Context: an optimization exercise on an open-source flow, tuned for small area and few clock cycles. The choices shown serve that exercise and are no tape-out recipe. The RTL of this run was laid out without a check of its function.

==> design/flow/config.mk <==
export PLATFORM = sky130hd
export DESIGN_NAME = marching_squares_top
export DESIGN_NICKNAME = marching_squares_top
export VERILOG_FILES = /design/flow/design.v
export SDC_FILE = /design/flow/constraint.sdc
export NUM_CORES = 4
export LEC_CHECK = 0
export CAP_MARGIN = 20
export CORE_MARGIN = 2
export CORE_UTILIZATION = 40
export SLEW_MARGIN = 20
==> design/flow/constraint.sdc <==
create_clock -name core_clock -period 9.0 [get_ports {clk}]
set_input_delay 1.8000 -clock core_clock [delete_from_list [all_inputs] [get_ports {clk}]]
set_output_delay 1.8000 -clock core_clock [all_outputs]
set_load 0.01 [all_outputs]
==> design/flow/design.v <==
`default_nettype none
module marching_squares_top (
    input  wire        clk,
    input  wire        rst_n,
    input  wire        cell_valid,
    output wire        cell_stall,
    input  wire [79:0] cell_word,
    output wire        seg_valid,
    input  wire        seg_stall,
    output wire [36:0] seg,
    input  wire        psel,
    input  wire        penable,
    input  wire        pwrite,
    input  wire [3:0]  paddr,
    input  wire [31:0] pwdata,
    output wire [31:0] prdata,
    output wire        pready
);
    marching_squares_cell_segments u_core (
        .clk        (clk),
        .rst_n      (rst_n),
        .cell_valid (cell_valid),
        .cell_stall (cell_stall),
        .cell_word  (cell_word),
        .seg_valid  (seg_valid),
        .seg_stall  (seg_stall),
        .seg        (seg),
        .psel       (psel),
        .penable    (penable),
        .pwrite     (pwrite),
        .paddr      (paddr),
        .pwdata     (pwdata),
        .prdata     (prdata),
        .pready     (pready)
    );
endmodule
`default_nettype wire

`default_nettype none
package mscs_pkg;
    localparam int MAX_COLUMNS = 256;
    localparam int MAX_ROWS    = 256;
    localparam int SAMPLE_BITS = 16;
    localparam int COORD_BITS  = 8;
    localparam int COUNT_BITS  = 9;
    localparam int INDEX_BITS  = 17;
    localparam int ADDR_BITS   = 4;
    localparam int DATA_BITS   = 32;
    localparam logic [1:0] REG_THRESHOLD = 2'd0;
    localparam logic [1:0] REG_COLUMNS   = 2'd1;
    localparam logic [1:0] REG_ROWS      = 2'd2;
    typedef struct packed {
        logic [COORD_BITS-1:0]         cell_x;
        logic [COORD_BITS-1:0]         cell_y;
        logic signed [SAMPLE_BITS-1:0] top_left;
        logic signed [SAMPLE_BITS-1:0] top_right;
        logic signed [SAMPLE_BITS-1:0] bottom_right;
        logic signed [SAMPLE_BITS-1:0] bottom_left;
    } cell_t;
    typedef struct packed {
        logic                  first_is_vertex;
        logic [INDEX_BITS-1:0] first_index;
        logic                  second_is_vertex;
        logic [INDEX_BITS-1:0] second_index;
        logic                  last_of_cell;
    } segment_t;
    typedef struct packed {
        logic                  is_vertex;
        logic [INDEX_BITS-1:0] index;
    } endpoint_t;
    typedef struct packed {
        logic [1:0] count;
        segment_t   first;
        segment_t   second;
    } seg_pair_t;
endpackage
`default_nettype wire
`default_nettype none
module mscs_seg_calc (
    input  wire logic [mscs_pkg::COUNT_BITS-1:0]  cols,       
    input  wire logic [mscs_pkg::INDEX_BITS-1:0]  horiz,      
    input  wire logic [7:0]                       ma,         
    input  wire logic [8:0]                       mb,         
    input  wire logic [7:0]                       mc,         
    input  wire logic                             hmode,      
    input  wire logic [3:0]                       on,         
    input  wire logic [1:0]                       pe,         
    input  wire logic [1:0]                       qe,         
    input  wire logic                             last,
    output mscs_pkg::segment_t                    seg
);
    localparam int IW = mscs_pkg::INDEX_BITS;
    localparam logic [1:0] E_TOP    = 2'd0;
    localparam logic [1:0] E_RIGHT  = 2'd1;
    localparam logic [1:0] E_BOTTOM = 2'd2;
    localparam logic [1:0] E_LEFT   = 2'd3;
    function automatic logic [4:0] ep_ctl(input logic [1:0] e, input logic [3:0] o);
        logic ta, tb;
        logic v;
        logic [2:0] sel;
        logic cin;
        case (e)
            E_TOP:    begin ta = o[3]; tb = o[2]; end
            E_RIGHT:  begin ta = o[2]; tb = o[1]; end
            E_BOTTOM: begin ta = o[0]; tb = o[1]; end
            default:  begin ta = o[3]; tb = o[0]; end
        endcase
        v = ta ^ tb;
        case (e)
            E_TOP:    begin sel = v ? 3'd0 : 3'd3; cin = v ? tb : 1'b1; end
            E_RIGHT:  begin sel = v ? (tb ? 3'd1 : 3'd0) : 3'd2; cin = 1'b1; end
            E_BOTTOM: begin sel = v ? 3'd1 : 3'd4; cin = v & tb; end
            default:  begin sel = v ? (tb ? 3'd1 : 3'd0) : 3'd2; cin = 1'b0; end
        endcase
        ep_ctl = {v, sel, cin};
    endfunction
    function automatic logic [IW-1:0] offs(input logic [2:0] s, input logic [IW-1:0] c,
                                           input logic [IW-1:0] h, input logic [IW-1:0] n,
                                           input logic [IW-1:0] cn);
        case (s)
            3'd1:    offs = c;
            3'd2:    offs = h;
            3'd3:    offs = n;
            3'd4:    offs = cn;
            default: offs = '0;
        endcase
    endfunction
    function automatic logic [IW-1:0] c_minus_y1(input logic [8:0] c, input logic [7:0] y);
        logic [IW-1:0] a, b, s;
        logic          k;
        a = {8'h00, c};
        b = {9'h1ff, ~y};
        k = 1'b0;
        for (int i = 0; i < IW; i++)
        begin
            s[i] = a[i] ^ b[i] ^ k;
            k    = (a[i] & b[i]) | (a[i] & k) | (b[i] & k);
        end
        c_minus_y1 = s;
    endfunction
    logic [4:0]    pc, qc;
    logic [2:0]    psel;
    logic          pcin;
    logic [IW-1:0] ny, cny, cz;
    logic [IW-1:0] po, qo;
    assign pc   = ep_ctl(pe, on);
    assign qc   = ep_ctl(qe, on);
    assign psel = hmode ? 3'd4 : pc[3:1];
    assign pcin = hmode ? 1'b0 : pc[0];
    assign ny   = {9'h1ff, ~ma};
    assign cz   = {8'h00, cols};
    assign cny  = c_minus_y1(cols, ma);
    assign po   = offs(psel, cz, horiz, ny, cny);
    assign qo   = offs(qc[3:1], cz, horiz, ny, cny);
    mscs_idx u_idx (
        .a    (ma),
        .b    (mb),
        .c    (mc),
        .po   (po),
        .pcin (pcin),
        .qo   (qo),
        .qcin (qc[0]),
        .pi   (seg.first_index),
        .qi   (seg.second_index)
    );
    assign seg.first_is_vertex  = pc[4];
    assign seg.second_is_vertex = qc[4];
    assign seg.last_of_cell     = last;
endmodule
module mscs_idx (
    input  wire logic [7:0]  a,
    input  wire logic [8:0]  b,
    input  wire logic [7:0]  c,
    input  wire logic [16:0] po,
    input  wire logic        pcin,
    input  wire logic [16:0] qo,
    input  wire logic        qcin,
    output logic [16:0]      pi,
    output logic [16:0]      qi
);
    wire [8:0] pp0 = b & {9{a[0]}};
    wire [8:0] pp1 = b & {9{a[1]}};
    wire [8:0] pp2 = b & {9{a[2]}};
    wire [8:0] pp3 = b & {9{a[3]}};
    wire [8:0] pp4 = b & {9{a[4]}};
    wire [8:0] pp5 = b & {9{a[5]}};
    wire [8:0] pp6 = b & {9{a[6]}};
    wire [8:0] pp7 = b & {9{a[7]}};
    wire t1;
    wire t2;
    wire t3;
    wire t4;
    wire t5;
    wire t6;
    wire t7;
    wire t8;
    wire t9;
    wire t10;
    wire t11;
    wire t12;
    wire t13;
    wire t14;
    wire t15;
    wire t16;
    wire t17;
    wire t18;
    wire t19;
    wire t20;
    wire t21;
    wire t22;
    wire t23;
    wire t24;
    wire t25;
    wire t26;
    wire t27;
    wire t28;
    wire t29;
    wire t30;
    wire t31;
    wire t32;
    wire t33;
    wire t34;
    wire t35;
    wire t36;
    wire t37;
    wire t38;
    wire t39;
    wire t40;
    wire t41;
    wire t42;
    wire t43;
    wire t44;
    wire t45;
    wire t46;
    wire t47;
    wire t48;
    wire t49;
    wire t50;
    wire t51;
    wire t52;
    wire t53;
    wire t54;
    wire t55;
    wire t56;
    wire t57;
    wire t58;
    wire t59;
    wire t60;
    wire t61;
    wire t62;
    wire t63;
    wire t64;
    wire t65;
    wire t66;
    wire t67;
    wire t68;
    wire t69;
    wire t70;
    wire t71;
    wire t72;
    wire t73;
    wire t74;
    wire t75;
    wire t76;
    wire t77;
    wire t78;
    wire t79;
    wire t80;
    wire t81;
    wire t82;
    wire t83;
    wire t84;
    wire t85;
    wire t86;
    wire t87;
    wire t88;
    wire t89;
    wire t90;
    wire t91;
    wire t92;
    wire t93;
    wire t94;
    wire t95;
    wire t96;
    wire t97;
    wire t98;
    wire t99;
    wire t100;
    wire t101;
    wire t102;
    wire t103;
    wire t104;
    wire t105;
    wire t106;
    wire t107;
    wire t108;
    wire t109;
    wire t110;
    wire t111;
    wire t112;
    wire t113;
    wire t114;
    wire t115;
    wire t116;
    wire t117;
    wire t118;
    wire t119;
    wire t120;
    wire t121;
    wire t122;
    wire t123;
    wire t124;
    wire t125;
    wire t126;
    wire t127;
    wire t128;
    wire t129;
    wire t130;
    wire t131;
    wire t132;
    wire t133;
    wire t134;
    wire t135;
    wire t136;
    wire t137;
    wire t138;
    wire t139;
    wire t140;
    wire t141;
    wire t142;
    wire t143;
    wire t144;
    wire t145;
    wire t146;
    wire t147;
    wire t148;
    wire t149;
    wire t150;
    wire t151;
    wire t152;
    wire t153;
    wire t154;
    wire t155;
    wire t156;
    wire t157;
    wire t158;
    wire t159;
    wire t160;
    wire t161;
    wire t162;
    wire t163;
    wire t164;
    wire t165;
    wire t166;
    wire t167;
    wire t168;
    wire t169;
    wire t170;
    wire t171;
    wire t172;
    wire t173;
    wire t174;
    wire t175;
    wire t176;
    wire t177;
    wire t178;
    wire t179;
    wire t180;
    wire t181;
    wire t182;
    wire t183;
    wire t184;
    wire t185;
    wire t186;
    wire t187;
    wire t188;
    wire t189;
    wire t190;
    wire t191;
    wire t192;
    wire t193;
    wire t194;
    wire t195;
    wire t196;
    wire t197;
    wire t198;
    wire t199;
    wire t200;
    wire t201;
    wire t202;
    wire t203;
    wire t204;
    wire t205;
    wire t206;
    wire t207;
    wire t208;
    wire t209;
    wire t210;
    wire t211;
    wire t212;
    wire t213;
    wire t214;
    wire t215;
    wire t216;
    wire t217;
    wire t218;
    wire t219;
    wire t220;
    wire t221;
    wire t222;
    wire t223;
    wire t224;
    wire t225;
    wire t226;
    wire t227;
    wire t228;
    wire t229;
    wire t230;
    wire t231;
    wire t232;
    wire t233;
    wire t234;
    wire t235;
    wire t236;
    wire t237;
    wire t238;
    wire t239;
    wire t240;
    wire t241;
    wire t242;
    wire t243;
    wire t244;
    wire t245;
    wire t246;
    wire t247;
    wire t248;
    wire t249;
    wire t250;
    wire t251;
    wire t252;
    wire t253;
    wire t254;
    wire t255;
    wire t256;
    wire t257;
    wire t258;
    wire t259;
    wire t260;
    wire t261;
    wire t262;
    wire t263;
    wire t264;
    wire t265;
    wire t266;
    wire t267;
    wire t268;
    wire t269;
    wire t270;
    wire t271;
    wire t272;
    wire t273;
    wire t274;
    wire t275;
    wire t276;
    wire t277;
    wire t278;
    wire t279;
    wire t280;
    wire t281;
    wire t282;
    wire t283;
    wire t284;
    wire t285;
    wire t286;
    wire t287;
    wire t288;
    wire t289;
    wire t290;
    wire t291;
    wire t292;
    assign t1 = pp0[5] ^ pp1[4];
    assign t2 = pp0[5] & pp1[4];
    assign t3 = pp0[6] ^ pp1[5] ^ pp2[4];
    assign t4 = (pp0[6] & pp1[5]) | (pp0[6] & pp2[4]) | (pp1[5] & pp2[4]);
    assign t5 = pp3[3] ^ pp4[2];
    assign t6 = pp3[3] & pp4[2];
    assign t7 = pp0[7] ^ pp1[6] ^ pp2[5];
    assign t8 = (pp0[7] & pp1[6]) | (pp0[7] & pp2[5]) | (pp1[6] & pp2[5]);
    assign t9 = pp3[4] ^ pp4[3] ^ pp5[2];
    assign t10 = (pp3[4] & pp4[3]) | (pp3[4] & pp5[2]) | (pp4[3] & pp5[2]);
    assign t11 = pp6[1] ^ pp7[0];
    assign t12 = pp6[1] & pp7[0];
    assign t13 = pp0[8] ^ pp1[7] ^ pp2[6];
    assign t14 = (pp0[8] & pp1[7]) | (pp0[8] & pp2[6]) | (pp1[7] & pp2[6]);
    assign t15 = pp3[5] ^ pp4[4] ^ pp5[3];
    assign t16 = (pp3[5] & pp4[4]) | (pp3[5] & pp5[3]) | (pp4[4] & pp5[3]);
    assign t17 = pp6[2] ^ pp7[1];
    assign t18 = pp6[2] & pp7[1];
    assign t19 = pp1[8] ^ pp2[7] ^ pp3[6];
    assign t20 = (pp1[8] & pp2[7]) | (pp1[8] & pp3[6]) | (pp2[7] & pp3[6]);
    assign t21 = pp4[5] ^ pp5[4] ^ pp6[3];
    assign t22 = (pp4[5] & pp5[4]) | (pp4[5] & pp6[3]) | (pp5[4] & pp6[3]);
    assign t23 = pp2[8] ^ pp3[7] ^ pp4[6];
    assign t24 = (pp2[8] & pp3[7]) | (pp2[8] & pp4[6]) | (pp3[7] & pp4[6]);
    assign t25 = pp0[3] ^ pp1[2];
    assign t26 = pp0[3] & pp1[2];
    assign t27 = pp0[4] ^ pp1[3] ^ pp2[2];
    assign t28 = (pp0[4] & pp1[3]) | (pp0[4] & pp2[2]) | (pp1[3] & pp2[2]);
    assign t29 = pp3[1] ^ pp4[0];
    assign t30 = pp3[1] & pp4[0];
    assign t31 = t1 ^ pp2[3] ^ pp3[2];
    assign t32 = (t1 & pp2[3]) | (t1 & pp3[2]) | (pp2[3] & pp3[2]);
    assign t33 = pp4[1] ^ pp5[0] ^ c[5];
    assign t34 = (pp4[1] & pp5[0]) | (pp4[1] & c[5]) | (pp5[0] & c[5]);
    assign t35 = t2 ^ t3 ^ t5;
    assign t36 = (t2 & t3) | (t2 & t5) | (t3 & t5);
    assign t37 = pp5[1] ^ pp6[0] ^ c[6];
    assign t38 = (pp5[1] & pp6[0]) | (pp5[1] & c[6]) | (pp6[0] & c[6]);
    assign t39 = t4 ^ t6 ^ t7;
    assign t40 = (t4 & t6) | (t4 & t7) | (t6 & t7);
    assign t41 = t9 ^ t11 ^ c[7];
    assign t42 = (t9 & t11) | (t9 & c[7]) | (t11 & c[7]);
    assign t43 = t8 ^ t10 ^ t12;
    assign t44 = (t8 & t10) | (t8 & t12) | (t10 & t12);
    assign t45 = t13 ^ t15 ^ t17;
    assign t46 = (t13 & t15) | (t13 & t17) | (t15 & t17);
    assign t47 = t14 ^ t16 ^ t18;
    assign t48 = (t14 & t16) | (t14 & t18) | (t16 & t18);
    assign t49 = t19 ^ t21 ^ pp7[2];
    assign t50 = (t19 & t21) | (t19 & pp7[2]) | (t21 & pp7[2]);
    assign t51 = t20 ^ t22 ^ t23;
    assign t52 = (t20 & t22) | (t20 & t23) | (t22 & t23);
    assign t53 = pp5[5] ^ pp6[4] ^ pp7[3];
    assign t54 = (pp5[5] & pp6[4]) | (pp5[5] & pp7[3]) | (pp6[4] & pp7[3]);
    assign t55 = t24 ^ pp3[8] ^ pp4[7];
    assign t56 = (t24 & pp3[8]) | (t24 & pp4[7]) | (pp3[8] & pp4[7]);
    assign t57 = pp5[6] ^ pp6[5] ^ pp7[4];
    assign t58 = (pp5[6] & pp6[5]) | (pp5[6] & pp7[4]) | (pp6[5] & pp7[4]);
    assign t59 = pp4[8] ^ pp5[7] ^ pp6[6];
    assign t60 = (pp4[8] & pp5[7]) | (pp4[8] & pp6[6]) | (pp5[7] & pp6[6]);
    assign t61 = pp0[2] ^ pp1[1];
    assign t62 = pp0[2] & pp1[1];
    assign t63 = t25 ^ pp2[1] ^ pp3[0];
    assign t64 = (t25 & pp2[1]) | (t25 & pp3[0]) | (pp2[1] & pp3[0]);
    assign t65 = t26 ^ t27 ^ t29;
    assign t66 = (t26 & t27) | (t26 & t29) | (t27 & t29);
    assign t67 = t28 ^ t30 ^ t31;
    assign t68 = (t28 & t30) | (t28 & t31) | (t30 & t31);
    assign t69 = t32 ^ t34 ^ t35;
    assign t70 = (t32 & t34) | (t32 & t35) | (t34 & t35);
    assign t71 = t36 ^ t38 ^ t39;
    assign t72 = (t36 & t38) | (t36 & t39) | (t38 & t39);
    assign t73 = t40 ^ t42 ^ t43;
    assign t74 = (t40 & t42) | (t40 & t43) | (t42 & t43);
    assign t75 = t44 ^ t46 ^ t47;
    assign t76 = (t44 & t46) | (t44 & t47) | (t46 & t47);
    assign t77 = t48 ^ t50 ^ t51;
    assign t78 = (t48 & t50) | (t48 & t51) | (t50 & t51);
    assign t79 = t52 ^ t54 ^ t55;
    assign t80 = (t52 & t54) | (t52 & t55) | (t54 & t55);
    assign t81 = t56 ^ t58 ^ t59;
    assign t82 = (t56 & t58) | (t56 & t59) | (t58 & t59);
    assign t83 = t60 ^ pp5[8] ^ pp6[7];
    assign t84 = (t60 & pp5[8]) | (t60 & pp6[7]) | (pp5[8] & pp6[7]);
    assign t85 = pp0[1] ^ pp1[0];
    assign t86 = pp0[1] & pp1[0];
    assign t87 = t61 ^ pp2[0] ^ c[2];
    assign t88 = (t61 & pp2[0]) | (t61 & c[2]) | (pp2[0] & c[2]);
    assign t89 = t62 ^ t63 ^ c[3];
    assign t90 = (t62 & t63) | (t62 & c[3]) | (t63 & c[3]);
    assign t91 = t64 ^ t65 ^ c[4];
    assign t92 = (t64 & t65) | (t64 & c[4]) | (t65 & c[4]);
    assign t93 = t66 ^ t67 ^ t33;
    assign t94 = (t66 & t67) | (t66 & t33) | (t67 & t33);
    assign t95 = t68 ^ t69 ^ t37;
    assign t96 = (t68 & t69) | (t68 & t37) | (t69 & t37);
    assign t97 = t70 ^ t71 ^ t41;
    assign t98 = (t70 & t71) | (t70 & t41) | (t71 & t41);
    assign t99 = t72 ^ t73 ^ t45;
    assign t100 = (t72 & t73) | (t72 & t45) | (t73 & t45);
    assign t101 = t74 ^ t75 ^ t49;
    assign t102 = (t74 & t75) | (t74 & t49) | (t75 & t49);
    assign t103 = t76 ^ t77 ^ t53;
    assign t104 = (t76 & t77) | (t76 & t53) | (t77 & t53);
    assign t105 = t78 ^ t79 ^ t57;
    assign t106 = (t78 & t79) | (t78 & t57) | (t79 & t57);
    assign t107 = t80 ^ t81 ^ pp7[5];
    assign t108 = (t80 & t81) | (t80 & pp7[5]) | (t81 & pp7[5]);
    assign t109 = t82 ^ t83 ^ pp7[6];
    assign t110 = (t82 & t83) | (t82 & pp7[6]) | (t83 & pp7[6]);
    assign t111 = t84 ^ pp6[8] ^ pp7[7];
    assign t112 = (t84 & pp6[8]) | (t84 & pp7[7]) | (pp6[8] & pp7[7]);
    assign t113 = pp0[0] ^ c[0];
    assign t114 = pp0[0] & c[0];
    assign t115 = t85 ^ c[1] ^ po[1];
    assign t116 = (t85 & c[1]) | (t85 & po[1]) | (c[1] & po[1]);
    assign t117 = t86 ^ t87 ^ po[2];
    assign t118 = (t86 & t87) | (t86 & po[2]) | (t87 & po[2]);
    assign t119 = t88 ^ t89 ^ po[3];
    assign t120 = (t88 & t89) | (t88 & po[3]) | (t89 & po[3]);
    assign t121 = t90 ^ t91 ^ po[4];
    assign t122 = (t90 & t91) | (t90 & po[4]) | (t91 & po[4]);
    assign t123 = t92 ^ t93 ^ po[5];
    assign t124 = (t92 & t93) | (t92 & po[5]) | (t93 & po[5]);
    assign t125 = t94 ^ t95 ^ po[6];
    assign t126 = (t94 & t95) | (t94 & po[6]) | (t95 & po[6]);
    assign t127 = t96 ^ t97 ^ po[7];
    assign t128 = (t96 & t97) | (t96 & po[7]) | (t97 & po[7]);
    assign t129 = t98 ^ t99 ^ po[8];
    assign t130 = (t98 & t99) | (t98 & po[8]) | (t99 & po[8]);
    assign t131 = t100 ^ t101 ^ po[9];
    assign t132 = (t100 & t101) | (t100 & po[9]) | (t101 & po[9]);
    assign t133 = t102 ^ t103 ^ po[10];
    assign t134 = (t102 & t103) | (t102 & po[10]) | (t103 & po[10]);
    assign t135 = t104 ^ t105 ^ po[11];
    assign t136 = (t104 & t105) | (t104 & po[11]) | (t105 & po[11]);
    assign t137 = t106 ^ t107 ^ po[12];
    assign t138 = (t106 & t107) | (t106 & po[12]) | (t107 & po[12]);
    assign t139 = t108 ^ t109 ^ po[13];
    assign t140 = (t108 & t109) | (t108 & po[13]) | (t109 & po[13]);
    assign t141 = t110 ^ t111 ^ po[14];
    assign t142 = (t110 & t111) | (t110 & po[14]) | (t111 & po[14]);
    assign t143 = t112 ^ pp7[8] ^ po[15];
    assign t144 = (t112 & pp7[8]) | (t112 & po[15]) | (pp7[8] & po[15]);
    assign t145 = t113 ^ po[0] ^ pcin;
    assign t146 = (t113 & po[0]) | (t113 & pcin) | (po[0] & pcin);
    assign t147 = t114 ^ t115 ^ t146;
    assign t148 = (t114 & t115) | (t114 & t146) | (t115 & t146);
    assign t149 = t116 ^ t117 ^ t148;
    assign t150 = (t116 & t117) | (t116 & t148) | (t117 & t148);
    assign t151 = t118 ^ t119 ^ t150;
    assign t152 = (t118 & t119) | (t118 & t150) | (t119 & t150);
    assign t153 = t120 ^ t121 ^ t152;
    assign t154 = (t120 & t121) | (t120 & t152) | (t121 & t152);
    assign t155 = t122 ^ t123 ^ t154;
    assign t156 = (t122 & t123) | (t122 & t154) | (t123 & t154);
    assign t157 = t124 ^ t125 ^ t156;
    assign t158 = (t124 & t125) | (t124 & t156) | (t125 & t156);
    assign t159 = t126 ^ t127 ^ t158;
    assign t160 = (t126 & t127) | (t126 & t158) | (t127 & t158);
    assign t161 = t128 ^ t129 ^ t160;
    assign t162 = (t128 & t129) | (t128 & t160) | (t129 & t160);
    assign t163 = t130 ^ t131 ^ 1'b0;
    assign t164 = (t130 & t131) | (t130 & 1'b0) | (t131 & 1'b0);
    assign t165 = t132 ^ t133 ^ t164;
    assign t166 = (t132 & t133) | (t132 & t164) | (t133 & t164);
    assign t167 = t134 ^ t135 ^ t166;
    assign t168 = (t134 & t135) | (t134 & t166) | (t135 & t166);
    assign t169 = t136 ^ t137 ^ t168;
    assign t170 = (t136 & t137) | (t136 & t168) | (t137 & t168);
    assign t171 = t138 ^ t139 ^ t170;
    assign t172 = (t138 & t139) | (t138 & t170) | (t139 & t170);
    assign t173 = t140 ^ t141 ^ t172;
    assign t174 = (t140 & t141) | (t140 & t172) | (t141 & t172);
    assign t175 = t142 ^ t143 ^ t174;
    assign t176 = (t142 & t143) | (t142 & t174) | (t143 & t174);
    assign t177 = t144 ^ po[16] ^ t176;
    assign t178 = (t144 & po[16]) | (t144 & t176) | (po[16] & t176);
    assign t179 = t130 ^ t131 ^ 1'b1;
    assign t180 = (t130 & t131) | (t130 & 1'b1) | (t131 & 1'b1);
    assign t181 = t132 ^ t133 ^ t180;
    assign t182 = (t132 & t133) | (t132 & t180) | (t133 & t180);
    assign t183 = t134 ^ t135 ^ t182;
    assign t184 = (t134 & t135) | (t134 & t182) | (t135 & t182);
    assign t185 = t136 ^ t137 ^ t184;
    assign t186 = (t136 & t137) | (t136 & t184) | (t137 & t184);
    assign t187 = t138 ^ t139 ^ t186;
    assign t188 = (t138 & t139) | (t138 & t186) | (t139 & t186);
    assign t189 = t140 ^ t141 ^ t188;
    assign t190 = (t140 & t141) | (t140 & t188) | (t141 & t188);
    assign t191 = t142 ^ t143 ^ t190;
    assign t192 = (t142 & t143) | (t142 & t190) | (t143 & t190);
    assign t193 = t144 ^ po[16] ^ t192;
    assign t194 = (t144 & po[16]) | (t144 & t192) | (po[16] & t192);
    assign t195 = t162 ? t179 : t163;
    assign t196 = t162 ? t181 : t165;
    assign t197 = t162 ? t183 : t167;
    assign t198 = t162 ? t185 : t169;
    assign t199 = t162 ? t187 : t171;
    assign t200 = t162 ? t189 : t173;
    assign t201 = t162 ? t191 : t175;
    assign t202 = t162 ? t193 : t177;
    assign t203 = pp0[0] ^ c[0];
    assign t204 = pp0[0] & c[0];
    assign t205 = t85 ^ c[1] ^ qo[1];
    assign t206 = (t85 & c[1]) | (t85 & qo[1]) | (c[1] & qo[1]);
    assign t207 = t86 ^ t87 ^ qo[2];
    assign t208 = (t86 & t87) | (t86 & qo[2]) | (t87 & qo[2]);
    assign t209 = t88 ^ t89 ^ qo[3];
    assign t210 = (t88 & t89) | (t88 & qo[3]) | (t89 & qo[3]);
    assign t211 = t90 ^ t91 ^ qo[4];
    assign t212 = (t90 & t91) | (t90 & qo[4]) | (t91 & qo[4]);
    assign t213 = t92 ^ t93 ^ qo[5];
    assign t214 = (t92 & t93) | (t92 & qo[5]) | (t93 & qo[5]);
    assign t215 = t94 ^ t95 ^ qo[6];
    assign t216 = (t94 & t95) | (t94 & qo[6]) | (t95 & qo[6]);
    assign t217 = t96 ^ t97 ^ qo[7];
    assign t218 = (t96 & t97) | (t96 & qo[7]) | (t97 & qo[7]);
    assign t219 = t98 ^ t99 ^ qo[8];
    assign t220 = (t98 & t99) | (t98 & qo[8]) | (t99 & qo[8]);
    assign t221 = t100 ^ t101 ^ qo[9];
    assign t222 = (t100 & t101) | (t100 & qo[9]) | (t101 & qo[9]);
    assign t223 = t102 ^ t103 ^ qo[10];
    assign t224 = (t102 & t103) | (t102 & qo[10]) | (t103 & qo[10]);
    assign t225 = t104 ^ t105 ^ qo[11];
    assign t226 = (t104 & t105) | (t104 & qo[11]) | (t105 & qo[11]);
    assign t227 = t106 ^ t107 ^ qo[12];
    assign t228 = (t106 & t107) | (t106 & qo[12]) | (t107 & qo[12]);
    assign t229 = t108 ^ t109 ^ qo[13];
    assign t230 = (t108 & t109) | (t108 & qo[13]) | (t109 & qo[13]);
    assign t231 = t110 ^ t111 ^ qo[14];
    assign t232 = (t110 & t111) | (t110 & qo[14]) | (t111 & qo[14]);
    assign t233 = t112 ^ pp7[8] ^ qo[15];
    assign t234 = (t112 & pp7[8]) | (t112 & qo[15]) | (pp7[8] & qo[15]);
    assign t235 = t203 ^ qo[0] ^ qcin;
    assign t236 = (t203 & qo[0]) | (t203 & qcin) | (qo[0] & qcin);
    assign t237 = t204 ^ t205 ^ t236;
    assign t238 = (t204 & t205) | (t204 & t236) | (t205 & t236);
    assign t239 = t206 ^ t207 ^ t238;
    assign t240 = (t206 & t207) | (t206 & t238) | (t207 & t238);
    assign t241 = t208 ^ t209 ^ t240;
    assign t242 = (t208 & t209) | (t208 & t240) | (t209 & t240);
    assign t243 = t210 ^ t211 ^ t242;
    assign t244 = (t210 & t211) | (t210 & t242) | (t211 & t242);
    assign t245 = t212 ^ t213 ^ t244;
    assign t246 = (t212 & t213) | (t212 & t244) | (t213 & t244);
    assign t247 = t214 ^ t215 ^ t246;
    assign t248 = (t214 & t215) | (t214 & t246) | (t215 & t246);
    assign t249 = t216 ^ t217 ^ t248;
    assign t250 = (t216 & t217) | (t216 & t248) | (t217 & t248);
    assign t251 = t218 ^ t219 ^ t250;
    assign t252 = (t218 & t219) | (t218 & t250) | (t219 & t250);
    assign t253 = t220 ^ t221 ^ 1'b0;
    assign t254 = (t220 & t221) | (t220 & 1'b0) | (t221 & 1'b0);
    assign t255 = t222 ^ t223 ^ t254;
    assign t256 = (t222 & t223) | (t222 & t254) | (t223 & t254);
    assign t257 = t224 ^ t225 ^ t256;
    assign t258 = (t224 & t225) | (t224 & t256) | (t225 & t256);
    assign t259 = t226 ^ t227 ^ t258;
    assign t260 = (t226 & t227) | (t226 & t258) | (t227 & t258);
    assign t261 = t228 ^ t229 ^ t260;
    assign t262 = (t228 & t229) | (t228 & t260) | (t229 & t260);
    assign t263 = t230 ^ t231 ^ t262;
    assign t264 = (t230 & t231) | (t230 & t262) | (t231 & t262);
    assign t265 = t232 ^ t233 ^ t264;
    assign t266 = (t232 & t233) | (t232 & t264) | (t233 & t264);
    assign t267 = t234 ^ qo[16] ^ t266;
    assign t268 = (t234 & qo[16]) | (t234 & t266) | (qo[16] & t266);
    assign t269 = t220 ^ t221 ^ 1'b1;
    assign t270 = (t220 & t221) | (t220 & 1'b1) | (t221 & 1'b1);
    assign t271 = t222 ^ t223 ^ t270;
    assign t272 = (t222 & t223) | (t222 & t270) | (t223 & t270);
    assign t273 = t224 ^ t225 ^ t272;
    assign t274 = (t224 & t225) | (t224 & t272) | (t225 & t272);
    assign t275 = t226 ^ t227 ^ t274;
    assign t276 = (t226 & t227) | (t226 & t274) | (t227 & t274);
    assign t277 = t228 ^ t229 ^ t276;
    assign t278 = (t228 & t229) | (t228 & t276) | (t229 & t276);
    assign t279 = t230 ^ t231 ^ t278;
    assign t280 = (t230 & t231) | (t230 & t278) | (t231 & t278);
    assign t281 = t232 ^ t233 ^ t280;
    assign t282 = (t232 & t233) | (t232 & t280) | (t233 & t280);
    assign t283 = t234 ^ qo[16] ^ t282;
    assign t284 = (t234 & qo[16]) | (t234 & t282) | (qo[16] & t282);
    assign t285 = t252 ? t269 : t253;
    assign t286 = t252 ? t271 : t255;
    assign t287 = t252 ? t273 : t257;
    assign t288 = t252 ? t275 : t259;
    assign t289 = t252 ? t277 : t261;
    assign t290 = t252 ? t279 : t263;
    assign t291 = t252 ? t281 : t265;
    assign t292 = t252 ? t283 : t267;
    assign pi = {t202, t201, t200, t199, t198, t197, t196, t195, t161, t159, t157, t155, t153, t151, t149, t147, t145};
    assign qi = {t292, t291, t290, t289, t288, t287, t286, t285, t251, t249, t247, t245, t243, t241, t239, t237, t235};
endmodule
`default_nettype wire
`default_nettype none
module marching_squares_cell_segments (
    input  wire logic                            clk,
    input  wire logic                            rst_n,
    input  wire logic                            cell_valid,
    output logic                                 cell_stall,
    input  wire mscs_pkg::cell_t                 cell_word,
    output logic                                 seg_valid,
    input  wire logic                            seg_stall,
    output mscs_pkg::segment_t                   seg,
    input  wire logic                            psel,
    input  wire logic                            penable,
    input  wire logic                            pwrite,
    input  wire logic [mscs_pkg::ADDR_BITS-1:0]  paddr,
    input  wire logic [mscs_pkg::DATA_BITS-1:0]  pwdata,
    output logic [mscs_pkg::DATA_BITS-1:0]       prdata,
    output logic                                 pready
);
    localparam int CW = mscs_pkg::COUNT_BITS;
    localparam int SW = mscs_pkg::SAMPLE_BITS;
    localparam int IW = mscs_pkg::INDEX_BITS;
    localparam logic [1:0] E_TOP    = 2'd0;
    localparam logic [1:0] E_RIGHT  = 2'd1;
    localparam logic [1:0] E_BOTTOM = 2'd2;
    localparam logic [1:0] E_LEFT   = 2'd3;
    function automatic logic ge16(input logic [15:0] a, input logic [15:0] t);
        logic c;
        c = 1'b1;
        for (int i = 0; i < 16; i++)
            c = t[i] ? a[i] : c;
        ge16 = c;
    endfunction
    function automatic logic ge8(input logic [7:0] a, input logic [7:0] b);
        logic c;
        c = 1'b1;
        for (int i = 0; i < 8; i++)
            c = (a[i] & ~b[i]) | ((a[i] | ~b[i]) & c);
        ge8 = c;
    endfunction
    function automatic logic [7:0] sub8(input logic [7:0] v, input logic [7:0] k);
        logic [7:0] d;
        logic       b;
        b = 1'b0;
        for (int i = 0; i < 8; i++)
        begin
            d[i] = v[i] ^ k[i] ^ b;
            b    = (~v[i] & k[i]) | (~v[i] & b) | (k[i] & b);
        end
        sub8 = d;
    endfunction
    function automatic logic [7:0] clamp_minus(input logic [CW-1:0] v, input logic lo,
                                               input logic hi, input logic [7:0] k);
        if (lo)
            clamp_minus = 8'd2 - k;
        else if (hi)
            clamp_minus = 8'd0 - k;
        else
            clamp_minus = sub8(v[7:0], k);
    endfunction
    logic [SW-1:0]        thr_reg;
    logic [CW-1:0]        cols_raw_reg;
    logic [CW-1:0]        rows_raw_reg;
    logic                 cols_lo_reg, cols_hi_reg;
    logic                 rows_lo, rows_hi;
    logic [IW-1:0]        horiz_reg;
    logic [CW-1:0]        cols_c;
    logic [7:0]           cols_m2;
    logic [7:0]           rows_m1;
    logic                 wd_lo, wd_hi;
    logic                 cfg_wr;
    logic                 grid_wr;
    logic                 grid_wr_reg;
    assign pready  = 1'b1;
    assign cfg_wr  = psel && penable && pwrite;
    assign grid_wr = cfg_wr && ((paddr[3:2] == mscs_pkg::REG_COLUMNS) ||
                                (paddr[3:2] == mscs_pkg::REG_ROWS));
    assign wd_lo   = pwdata[8:1] == 8'd0;
    assign wd_hi   = pwdata[8] && (pwdata[7:0] != 8'd0);
    assign rows_lo = rows_raw_reg[8:1] == 8'd0;
    assign rows_hi = rows_raw_reg[8] && (rows_raw_reg[7:0] != 8'd0);
    assign cols_c  = cols_lo_reg ? CW'(2) : (cols_hi_reg ? CW'(256) : cols_raw_reg);
    assign cols_m2 = clamp_minus(cols_raw_reg, cols_lo_reg, cols_hi_reg, 8'd2);
    assign rows_m1 = clamp_minus(rows_raw_reg, rows_lo, rows_hi, 8'd1);
    always_ff @(posedge clk or negedge rst_n)
    begin
        if (!rst_n)
            grid_wr_reg <= 1'b0;
        else
            grid_wr_reg <= grid_wr;
    end
    always_ff @(posedge clk or negedge rst_n)
    begin
        if (!rst_n)
        begin
            thr_reg      <= '0;
            cols_raw_reg <= CW'(mscs_pkg::MAX_COLUMNS);
            rows_raw_reg <= CW'(mscs_pkg::MAX_ROWS);
            cols_lo_reg  <= 1'b0;
            cols_hi_reg  <= 1'b0;
        end
        else if (cfg_wr)
        begin
            unique case (paddr[3:2])
                mscs_pkg::REG_THRESHOLD:
                begin
                    thr_reg <= pwdata[SW-1:0];
                end
                mscs_pkg::REG_COLUMNS:
                begin
                    cols_raw_reg <= pwdata[CW-1:0];
                    cols_lo_reg  <= wd_lo;
                    cols_hi_reg  <= wd_hi;
                end
                mscs_pkg::REG_ROWS:
                begin
                    rows_raw_reg <= pwdata[CW-1:0];
                end
                default:
                begin
                end
            endcase
        end
    end
    always_comb
    begin
        unique case (paddr[3:2])
            mscs_pkg::REG_THRESHOLD: prdata = mscs_pkg::DATA_BITS'(thr_reg);
            mscs_pkg::REG_COLUMNS:   prdata = mscs_pkg::DATA_BITS'(cols_raw_reg);
            mscs_pkg::REG_ROWS:      prdata = mscs_pkg::DATA_BITS'(rows_raw_reg);
            default:                 prdata = '0;
        endcase
    end
    logic [SW-1:0] u_tl, u_tr, u_br, u_bl, u_thr;
    logic [3:0]    code;
    logic [3:0]    on_cell;
    logic          high;
    logic          in_grid;
    logic          flip;
    logic          has_seg;
    logic          saddle;
    logic [1:0]    pe_cell;
    logic [1:0]    qe_cell;
    assign u_tl  = cell_word.top_left     ^ 16'h8000;
    assign u_tr  = cell_word.top_right    ^ 16'h8000;
    assign u_br  = cell_word.bottom_right ^ 16'h8000;
    assign u_bl  = cell_word.bottom_left  ^ 16'h8000;
    assign u_thr = thr_reg ^ 16'h8000;
    logic [SW-1:0] t_tl, t_tr, t_br, t_bl;
    assign t_tl    = cell_word.top_left     ^ thr_reg;
    assign t_tr    = cell_word.top_right    ^ thr_reg;
    assign t_br    = cell_word.bottom_right ^ thr_reg;
    assign t_bl    = cell_word.bottom_left  ^ thr_reg;
    assign code    = {ge16(u_tl, t_tl), ge16(u_tr, t_tr), ge16(u_br, t_br), ge16(u_bl, t_bl)};
    assign on_cell = {t_tl == '0, t_tr == '0, t_br == '0, t_bl == '0};
    logic [18:0] s1, c1, s2, c2, s3, c3, nt;
    logic        hc;
    assign nt = {1'b0, ~u_thr, 2'b11};
    assign s1 = {3'b000, u_tl ^ u_tr ^ u_br};
    assign c1 = {2'b00, (u_tl & u_tr) | (u_tl & u_br) | (u_tr & u_br), 1'b0};
    assign s2 = s1 ^ c1 ^ {3'b000, u_bl};
    assign c2 = {(s1[17:0] & c1[17:0]) | (s1[17:0] & {2'b00, u_bl}) | (c1[17:0] & {2'b00, u_bl}), 1'b0};
    assign s3 = s2 ^ c2 ^ nt;
    assign c3 = {(s2[17:0] & c2[17:0]) | (s2[17:0] & nt[17:0]) | (c2[17:0] & nt[17:0]), 1'b0};
    always_comb
    begin
        hc = 1'b1;
        for (int i = 0; i < 18; i++)
            hc = (s3[i] & c3[i]) | (s3[i] & hc) | (c3[i] & hc);
        high = s3[18] ^ c3[18] ^ hc;
    end
    assign in_grid = ge8(cols_m2, cell_word.cell_x) && !ge8(cell_word.cell_y, rows_m1);
    assign saddle  = (code == 4'd5) || (code == 4'd10);
    assign has_seg = in_grid && (code != 4'd0) && (code != 4'd15);
    assign flip    = high != (code == 4'd5);
    always_comb
    begin
        case (code)
            4'd1, 4'd14: begin pe_cell = E_LEFT;   qe_cell = E_BOTTOM; end
            4'd2, 4'd13: begin pe_cell = E_BOTTOM; qe_cell = E_RIGHT;  end
            4'd3, 4'd12: begin pe_cell = E_LEFT;   qe_cell = E_RIGHT;  end
            4'd4, 4'd11: begin pe_cell = E_TOP;    qe_cell = E_RIGHT;  end
            4'd6, 4'd9:  begin pe_cell = E_TOP;    qe_cell = E_BOTTOM; end
            4'd7, 4'd8:  begin pe_cell = E_LEFT;   qe_cell = E_TOP;    end
            default:     begin pe_cell = E_LEFT;   qe_cell = flip ? E_BOTTOM : E_TOP; end
        endcase
    end
    logic          d_valid_reg;
    logic [7:0]    d_x_reg;
    logic [7:0]    d_y_reg;
    logic [3:0]    d_on_reg;
    logic [1:0]    d_pe_reg;
    logic [1:0]    d_qe_reg;
    logic          d_pend_reg;      
    logic          d_top2_reg;      
    logic deliver;
    logic free;
    logic load;
    assign deliver    = d_valid_reg && !seg_stall;
    assign free       = !d_valid_reg || (deliver && !d_pend_reg);
    assign cell_stall = !free || grid_wr_reg;
    assign load       = cell_valid && has_seg && !cell_stall;
    always_ff @(posedge clk or negedge rst_n)
    begin
        if (!rst_n)
            d_valid_reg <= 1'b0;
        else if (free)
            d_valid_reg <= load;
    end
    always_ff @(posedge clk)
    begin
        if (load)
        begin
            d_x_reg <= cell_word.cell_x;
            d_y_reg <= cell_word.cell_y;
        end
        else if (free)
        begin
            d_x_reg <= 8'd0;
            d_y_reg <= rows_m1;
        end
    end
    always_ff @(posedge clk)
    begin
        if (load)
        begin
            d_on_reg   <= on_cell;
            d_pe_reg   <= pe_cell;
            d_qe_reg   <= qe_cell;
            d_pend_reg <= saddle;
            d_top2_reg <= flip;
        end
        else if (deliver && d_pend_reg)
        begin
            d_pe_reg   <= d_top2_reg ? E_TOP : E_BOTTOM;
            d_qe_reg   <= E_RIGHT;
            d_pend_reg <= 1'b0;
        end
    end
    mscs_seg_calc u_calc (
        .cols   (cols_c),
        .horiz  (horiz_reg),
        .ma     (d_y_reg),
        .mb     (cols_c),
        .mc     (d_x_reg),
        .hmode  (!d_valid_reg),
        .on     (d_on_reg),
        .pe     (d_pe_reg),
        .qe     (d_qe_reg),
        .last   (!d_pend_reg),
        .seg    (seg)
    );
    always_ff @(posedge clk)
    begin
        if (!d_valid_reg)
            horiz_reg <= seg.first_index;
    end
    assign seg_valid = d_valid_reg;
endmodule
`default_nettype wire
==> design/flow/flow/run.sh <==
#!/bin/bash
# The standard layout with these changes:
#  - synthesis: the standard script (same registers, names and cell types), but
#    the design's modules are kept apart until after technology mapping; the
#    index adder tree (mscs_idx), which holds the critical path, is mapped with
#    ORFS's speed script and every other module with flow/abc_area.script, an
#    area-oriented mapping; the yosys pre-mapping abc pass is skipped. After
#    flattening, the index datapath's internal wire names are dropped so that
#    its outputs drive the output ports directly, buffers are inserted only for
#    outputs that share a net (as the standard synthesis does), and the netlist
#    is renamed as in the standard synthesis
#  - plain buf_1 cells as the port buffers
#  - a clock tree of clkbuf_8 cells, larger sink clusters, no dummy loads
set -uo pipefail
W=$(pwd)
sed -e "s#^source \$::env(SCRIPTS_DIR)/synth_preamble.tcl\$#source \$::env(SCRIPTS_DIR)/synth_preamble.tcl\nset abc_area_args [lreplace \$abc_args 1 1 $W/flow/abc_area.script]#" \
    -e "s#^  log_cmd abc {\*}\$abc_args\$#  log_cmd abc {*}\$abc_args mscs_idx\n  log_cmd abc {*}\$abc_area_args marching_squares_top marching_squares_cell_segments mscs_seg_calc#" \
    "$FLOW_HOME/scripts/synth.tcl" > "$W/my_synth_core.tcl"
sed -e "s#source \$::env(SCRIPTS_DIR)/synth.tcl#source $W/my_synth_core.tcl#" \
    -e "s#yosys synth -nofsm -noshare#yosys synth -nofsm -noshare -noabc#" \
    -e "s#^opt_clean -purge\$#yosys rename -hide w:u_core.u_calc.*\nopt_clean -purge\ninsbuf -buf {*}\$::env(MIN_BUF_CELL_AND_PORTS)#" \
    synth_recipe.tcl > "$W/my_synth.tcl"
sed "s#SYNTH_SCRIPT=[^ ]*#SYNTH_SCRIPT=$W/my_synth.tcl#" standard.sh > "$W/my_standard.sh"
SYNTH_HIERARCHICAL=1 SYNTH_MINIMUM_KEEP_SIZE=0 SYNTH_INSBUF=0 bash "$W/my_standard.sh" synth > synth.log 2>&1
export BUFFER_PORTS_ARGS="-buffer_cell sky130_fd_sc_hd__buf_1"
export CTS_ARGS="-sink_clustering_enable -repair_clock_nets -buf_list sky130_fd_sc_hd__clkbuf_8 -root_buf sky130_fd_sc_hd__clkbuf_8 -dont_use_dummy_load -sink_clustering_size 30"
bash "$W/my_standard.sh" > standard.log 2>&1
==> design/flow/flow/abc_area.script <==
strash
&get -n
&fraig -x
&put
scorr
dc2
dch -f
amap
topo
stime -c
==> design/flow/standard.sh <==
#!/bin/bash
# synth_recipe.tcl (not shown) runs the flow's synth.tcl, then flattens the netlist and writes it again
# the make line also repeats each setting of config.mk as NAME=value (left out here)
make -C /OpenROAD-flow-scripts/flow DESIGN_CONFIG=/design/flow/config.mk WORK_HOME=/design/flow/orfs CLKGATE_MAP_FILE= SYNTH_SCRIPT=/design/flow/synth_recipe.tcl "${@:-finish}"
==> run summary <==
area by class of cell:
type / count / share of cell area [%]
clock buffers: 9 / 1.022
repair buffers: 224 / 9.284
multi-input cells: 847 / 63.24
well taps: 330 / 3.408
flip-flops and latches: 81 / 18.54
inverters: 144 / 4.503
repair_timing:
item | CTS | global route
resized for setup | 35 | 46
pin swaps | 13 | 39
gates cloned | 0 | 0
buffers inserted | 8 | 10
setup endpoints to repair | 13 | 11
worst max-delay path, delay by kind of cell, from the launching register on:
kind | cells | cell delay (ns)
adder cells (fa/ha/maj) | 11 | 3.94
XOR/XNOR | 1 | 0.15
AO/OA/AOI/OAI | 8 | 1.21
AND/OR/NAND/NOR | 3 | 0.44
buffers and inverters | 5 | 0.60
flip-flops | 1 | 0.42
through the flow:
stage	setup WS, ns	hold slack (ns)	utilization (%)	TNS [ns]
after global routing	-0.1802	0.5547	48.25	-0.5758
final	0.06610	0.5334	48.25	0
after CTS	0.01279	0.5312	47.12	0
after detailed placement	-0.1557	0.5155	45.93	-0.4059
after floorplan	0.09453	0.4780	-	0
after global placement	-0.1368	0.5034	45.93	-0.2831
how the worst max path moves through the flow:
stage          slack [ns]  cells after the start       to
6_report             0.07                     28  seg[35]
5_1_grt             -0.18                     28  seg[35]
3_3_place_gp        -0.14                     26  seg[35]
4_1_cts              0.01                     25  seg[17]
2_1_floorplan        0.09                     25  seg[33]
3_5_place_dp        -0.16                     26  seg[35]
layer usage:
layer	part of all wire, %	vias up
li1	-	4190
met1	47	4407
met2	47	303
met3	5.1	25
met4	1.5	0
met5	0	-
==> results_dict.tcl <==
set metrics [dict create \
    criticalPathCategory "reg -> out" \
    reg2reg_from "u_core.d_pe_reg[1]" \
    holdCritStartpoint "u_core.rows_raw_reg[8]" \
    whs_endpoint "u_core.rows_raw_reg[8]" \
    crit_required_ns 7.20 \
    hold_viol_final 0 \
    start_kind "register" \
    whs_path_depth 2 \
    dieArea_um2 26850 \
    fin_crit_sh_pct 99.27 \
    multi_input_area_um2 7662 \
    wirelength_um 29660 \
    cts_max_level 3 \
    postSynthAreaPerCell_um2 9.536 \
    wl_per_cell_um 18.14 \
    ctsHoldBuffers 0 \
    place_congestion 0.9506 \
    grt_max_degree 39 \
    outcome "complete, no violations" \
    vias 8925 \
    endpoint_kind "primary output" \
    worst_path_most_repeated_cell "fa_2" \
    drive_above_1_share_pct 11.42 \
    dieWidth_um 163.9 \
    globalRouteOverflowTotal 0 \
    syn2layout_area_growth_pct 18.52 \
    rows 58 \
    use_met2_pct 36.61 \
    design.core.area_um2 25110 \
    drc_errors 0 \
    seq_area_um2 2246 \
    slew_headroom_pct 45.17 \
    final_cell_mix "buf_1 (155), clkinv_1 (134), fa_1 (131), nor2_1 (93), nand2_1 (85)" \
    timing.rr.end "u_core.horiz_reg[16]" \
    fin_cells 1635 \
    antenna_cells 0 \
    fillers 2489 \
    met3_usage_pct 3.182 \
    yosys_warnings 8 \
    drt-initial-drc-count 628 \
    fmax_mhz 111.9 \
    dpl_cell_area_um2 11530 \
    synth_cells 1072 \
    nNetsFinal 1634 \
    syn_area_um2 10220 \
    hold_path.class "reg -> reg" \
    layout_commonest_cell "buf_1" \
    finalMaxSlewViolations 0 \
    setup_viol 0 \
    cts_tree "done" \
    rsz0062_at_grt "yes" \
    drt_pass1_iterations 5 \
    drv_cap 0 \
    gr-usage-met1_pct 32.58 \
    clkTransAtPathRegs_ns 0.11 \
    largest_reg_flops 17 \
    crit_slowest_cell "fa_1" \
    ant_nets 0 \
    grt_pass1_vias 8994 \
    ff2ff_path_depth 29 \
    dieHeight_um 163.9 \
    worstPathArrival_ns 7.13 \
    crit_start "u_core.d_pe_reg[1]" \
    cts_sinks 81 \
    grt_use_total_pct 22.76 \
    stdcell_area_um2 12120 \
    clock_latency_ns 0.39 \
    grt_pass1_wl_um 47170 \
    min_period_ns 8.934 \
    hpwl_um 24630 \
    max_stage_delay_ns 0.45 \
    vias_per_cell 5.459 \
    antenna_found_initial 0 \
    cts_buffers 9 \
    placement.io_buffers 159 \
    reg2reg_slack_ns 1.95 \
    cts-root-buf "clkbuf_8" \
    initial_core_util_pct 40.71 \
    finalClockSkew_ns 0.03361 \
    io_pins 195 \
    dp.cells 1607 \
    busiest_layer "met2" \
    crit_path_max_fanout 3 \
    cts_buffer_depth 2 \
    worst_slew_pin_slew_ns 0.8018 \
]

[re-timing with driven ports]
No port has a modelled driver above. Below, the same layout with a new extraction and two added sets of constraints.
Step 1 sets driving cells, clkbuf_16 on the clock port and buf_2 on the other inputs (assumed; they add their load-dependent delay and slew).
Step 2, shift: input delay + t, output delay - t, t = (earliest + latest rising clock arrival at the registers) / 2. This alone moves slack from input paths to output paths.
Slacks: no drivers / after step 1 / after step 2; pairs: no drivers / after step 1.
t (ns): 0.414
setup WS [ns]: 0.066 / 0.025 / 0.439
worst setup path after step 2: register to output
After both steps this run still meets setup and hold. The setup slack of this run moves by -0.041 ns with the drivers and by +0.373 ns with both steps.
